What follows belongs to an exercise in optimizing a design on an open flow for a short achievable clock period and few clock cycles per item; a production flow would make more cautious choices.
RTL that was checked went through simulation tests only; none was proved equivalent to the original.
No activity file was given, so power comes from the tool's default toggle rates.

== P ==
## stream_reverse_in_groups_unit
module stream_reverse_in_groups_unit #(
  parameter int MAX_GROUP     = srig_pkg::MAX_GROUP,
  parameter int ELEMENT_WIDTH = srig_pkg::ELEMENT_WIDTH
) (
  input  wire logic                            clk,
  input  wire logic                            rst_n,
  input  wire logic                            in_valid,
  output logic                                 in_stall,
  input  wire logic signed [ELEMENT_WIDTH-1:0] in_element,
  input  wire logic                            in_final_element,
  output logic                                 out_valid,
  input  wire logic                            out_stall,
  output logic signed      [ELEMENT_WIDTH-1:0] out_element_out,
  output logic                                 out_run_end,
  output logic                                 out_sequence_end,
  input  wire logic                            cfg_valid,
  output logic                                 cfg_ready,
  input  wire logic [srig_pkg::CFG_W-1:0]      cfg_group_size
);
  localparam int DEPTH = srig_pkg::QUEUE_DEPTH;
  localparam int EW    = ELEMENT_WIDTH;
  localparam int QW    = EW + 2;              
  localparam int CNT_W = $clog2(MAX_GROUP);
  logic                       in_stall_r;    
  logic                       room_r;        
  logic                       acc_r;         
  logic                       acc_nxt;
  ...
make LEC_CHECK=0 ABC_CLOCK_PERIOD_IN_PS=1200 CAP_MARGIN=20 CORE_MARGIN=2 CORE_UTILIZATION=40 SETUP_SLACK_MARGIN=1.2 SLEW_MARGIN=20 finish   # period 2.7 ns
run.sh (not shown) runs the stock make flow with config.mk's settings and CLKGATE_MAP_FILE= SYNTH_SCRIPT=/design/flow/synth_recipe.tcl, a recipe that flattens the netlist after the stock synthesis.
P ended with every stage complete and zero timing, DRC or antenna violations.
The following lists how Q was set up differently from P:
--- a/flow/design.v
+++ b/flow/design.v
@@ -288,38 +288,34 @@
     pop_r        <= pop_nxt;
     if (!rst_n) begin
       first_r <= 1'b1;
       gfin_r  <= 1'b0;
     end else if (pop_r) begin
       first_r <= pop_run_end;
       if (first_r) begin
         gfin_r <= head_word[EW+1];
       end
     end
   end
-  logic out_hold;
-  logic out_from_skid;
-  logic out_from_head;
-  assign out_hold      = !out_take;
-  assign out_from_skid = out_take && skid_valid_r;
-  assign out_from_head = out_take && !skid_valid_r;
   always_ff @(posedge clk) begin
-    out_elem_r <= ({EW{out_hold}} & out_elem_r)
-                | ({EW{out_from_skid}} & skid_elem_r)
-                | ({EW{out_from_head}} & pop_elem);
-    out_re_r   <= (out_hold && out_re_r)
-                || (out_from_skid && skid_re_r)
-                || (out_from_head && pop_run_end);
-    out_se_r   <= (out_hold && out_se_r)
-                || (out_from_skid && skid_se_r)
-                || (out_from_head && pop_seq_end);
+    if (out_take) begin
+      if (skid_valid_r) begin
+        out_elem_r <= skid_elem_r;
+        out_re_r   <= skid_re_r;
+        out_se_r   <= skid_se_r;
+      end else begin
+        out_elem_r <= pop_elem;
+        out_re_r   <= pop_run_end;
+        out_se_r   <= pop_seq_end;
+      end
+    end
     if (pop_r) begin
       skid_elem_r <= pop_elem;
       skid_re_r   <= pop_run_end;
       skid_se_r   <= pop_seq_end;
     end
   end
   assign out_valid        = out_valid_r;
   assign out_element_out  = out_elem_r;
   assign out_run_end      = out_re_r;
   assign out_sequence_end = out_se_r;
 endmodule
### Flow results
Q ended with every stage complete and zero timing, DRC or antenna violations. Comparing Q against P, there is no change at all in number of flip-flops and latches. Q: power dissipated in the clock network about 7% above P. Comparing Q against P, there is no change at all in total negative slack for setup checks. Half-perimeter wire length after detailed placement delta (Q − P): favourable. The met1 wire length of Q and that of P are within noise of each other. Minimum clock period came out lower on Q than on P. Of Q and P, the higher quantity of gates resized following cts belongs to P. Delta (Q minus P): routed wire length dropped about 1%, cell count decreased 75, vias per cell rose by about 0.7%. Q reports a higher sequential cell area share than P does. Taking P as the reference, in Q global-route wire length before repair now smaller, share of total power in combinational logic saw a decrease, synthesized area closely matched the old numbers.
Testbench counts of Q, summed over its fixed seeds: cycles 4,290, items 4,096.
For P, only the layout was checked, not whether the RTL still works.


stream_reverse_in_groups_unit, a different RTL version from the one above (not shown whole).
For scale: about 80 I/O pins, ~37000 µm² of cells after synthesis.
Settings: LEC_CHECK=0, ABC_CLOCK_PERIOD_IN_PS=1200, CAP_MARGIN=20, CORE_MARGIN=2, CORE_UTILIZATION=40, SETUP_SLACK_MARGIN=1.2, SLEW_MARGIN=20; clock period 2.7 ns.
Testbench counts at the start, summed over its fixed seeds: cycles 4,290, items 4,096.
Rerun with:
--- a/flow/design.v
+++ b/flow/design.v
@@ -174,38 +174,26 @@
     end else begin
       if (cfg_v_r) begin
         szm1_oh_nxt = cfg_oh_r;
       end
       if (ac_r) begin
         open_t_nxt = '0;
       end else if (acc_r) begin
         open_t_nxt = {open_t_r[MAX_GROUP-2:1], 1'b1, 1'b0};
       end
     end
   end
-  logic [MAX_GROUP-1:0] open_ge;      
-  logic [MAX_GROUP-1:0] open_inc_ge;  
-  logic                 ge_inc_cfg, ge_inc_cur, ge_keep_cfg, ge_keep_cur;
-  assign open_ge     = {open_t_r[MAX_GROUP-1:1], 1'b1};
-  assign open_inc_ge = {open_t_r[MAX_GROUP-2:1], 1'b1, 1'b1};
-  assign ge_inc_cfg  = |(cfg_oh_r  & open_inc_ge);
-  assign ge_inc_cur  = |(szm1_oh_r & open_inc_ge);
-  assign ge_keep_cfg = |(cfg_oh_r  & open_ge);
-  assign ge_keep_cur = |(szm1_oh_r & open_ge);
   always_comb begin
-    if (ac_r) begin
-      ge_nxt = cfg_v_r ? cfg_oh_r[0] : szm1_oh_r[0];
-    end else if (acc_r) begin
-      ge_nxt = cfg_v_r ? ge_inc_cfg : ge_inc_cur;
-    end else begin
-      ge_nxt = cfg_v_r ? ge_keep_cfg : ge_keep_cur;
+    ge_nxt = szm1_oh_nxt[0];
+    for (int j = 1; j < MAX_GROUP; j++) begin
+      ge_nxt = ge_nxt || (szm1_oh_nxt[j] && open_t_nxt[j]);
     end
   end
   assign ac_nxt = acc_nxt && (in_final_element || ge_nxt);
   always_ff @(posedge clk) begin
     szm1_oh_r <= szm1_oh_nxt;
     open_t_r  <= open_t_nxt;
     ac_r      <= ac_nxt;
   end
   logic [DEPTH-1:0] closed_t;    
   logic [DEPTH-1:0] used_t;      
   logic [DEPTH-1:0] used_nxt;
The changed run completed without violations.
Clock skew stays flat.
Fmax is lower by 5.7%.
Non-clock buffer count stays the same.
Routed wire length is lower by 5.6%.
Final cell count is lower by 0.86%.
Via count is lower by 2.7%.
Cell area is higher by 0.37%.
Setup slack degrades by 0.11 ns.
Power is lower by 7.2%.
Clock-buffer cell count is lower by 1.
Area after synthesis hardly moves.
For the second run of this note, only the layout was checked, not whether the RTL still works.

-- what the ideal ports hide --
The results above use ideal ports. As a check the final layouts listed here were re-extracted and re-timed, cells and wires unchanged.
Step 1 (the two cells are an assumption about what drives the block):
set clk [get_ports {clk}]
set_driving_cell -lib_cell sky130_fd_sc_hd__clkbuf_16 $clk
set_driving_cell -lib_cell sky130_fd_sc_hd__buf_2 [delete_from_list [all_inputs] $clk]
Step 2 adds t to the input delays and takes it off the output delays; t is the mean of the earliest and latest rising clock arrival at the registers after step 1. Input paths then give back, and output paths get back, about the clock's delay inside the block.
Slacks: no drivers / after step 1 / after step 2; pairs: no drivers / after step 1.
run	t, ns	slack for setup (ns)	hold WS [ns]	worst register clock-pin slew, ns	worst slew at a driven data input, ns
P	0.707	0.855 / 0.855 / 0.325	0.273 / 0.232 / 0.458	0.06 / 0.06	0.05
Q	0.705	0.879 / 0.879 / 0.334	0.320 / 0.278 / 0.465	0.06 / 0.06	0.06
the first run of note 2	0.714	0.957 / 0.957 / 0.521	0.321 / 0.283 / 0.454	0.07 / 0.07	0.06
the second run of note 2	0.710	0.851 / 0.851 / 0.472	0.216 / 0.171 / 0.456	0.07 / 0.07	0.05
After both steps every run listed still meets setup and hold. The setup slack of Q, which loses most, moves by 0.000 ns with the drivers and by -0.545 ns with both steps.
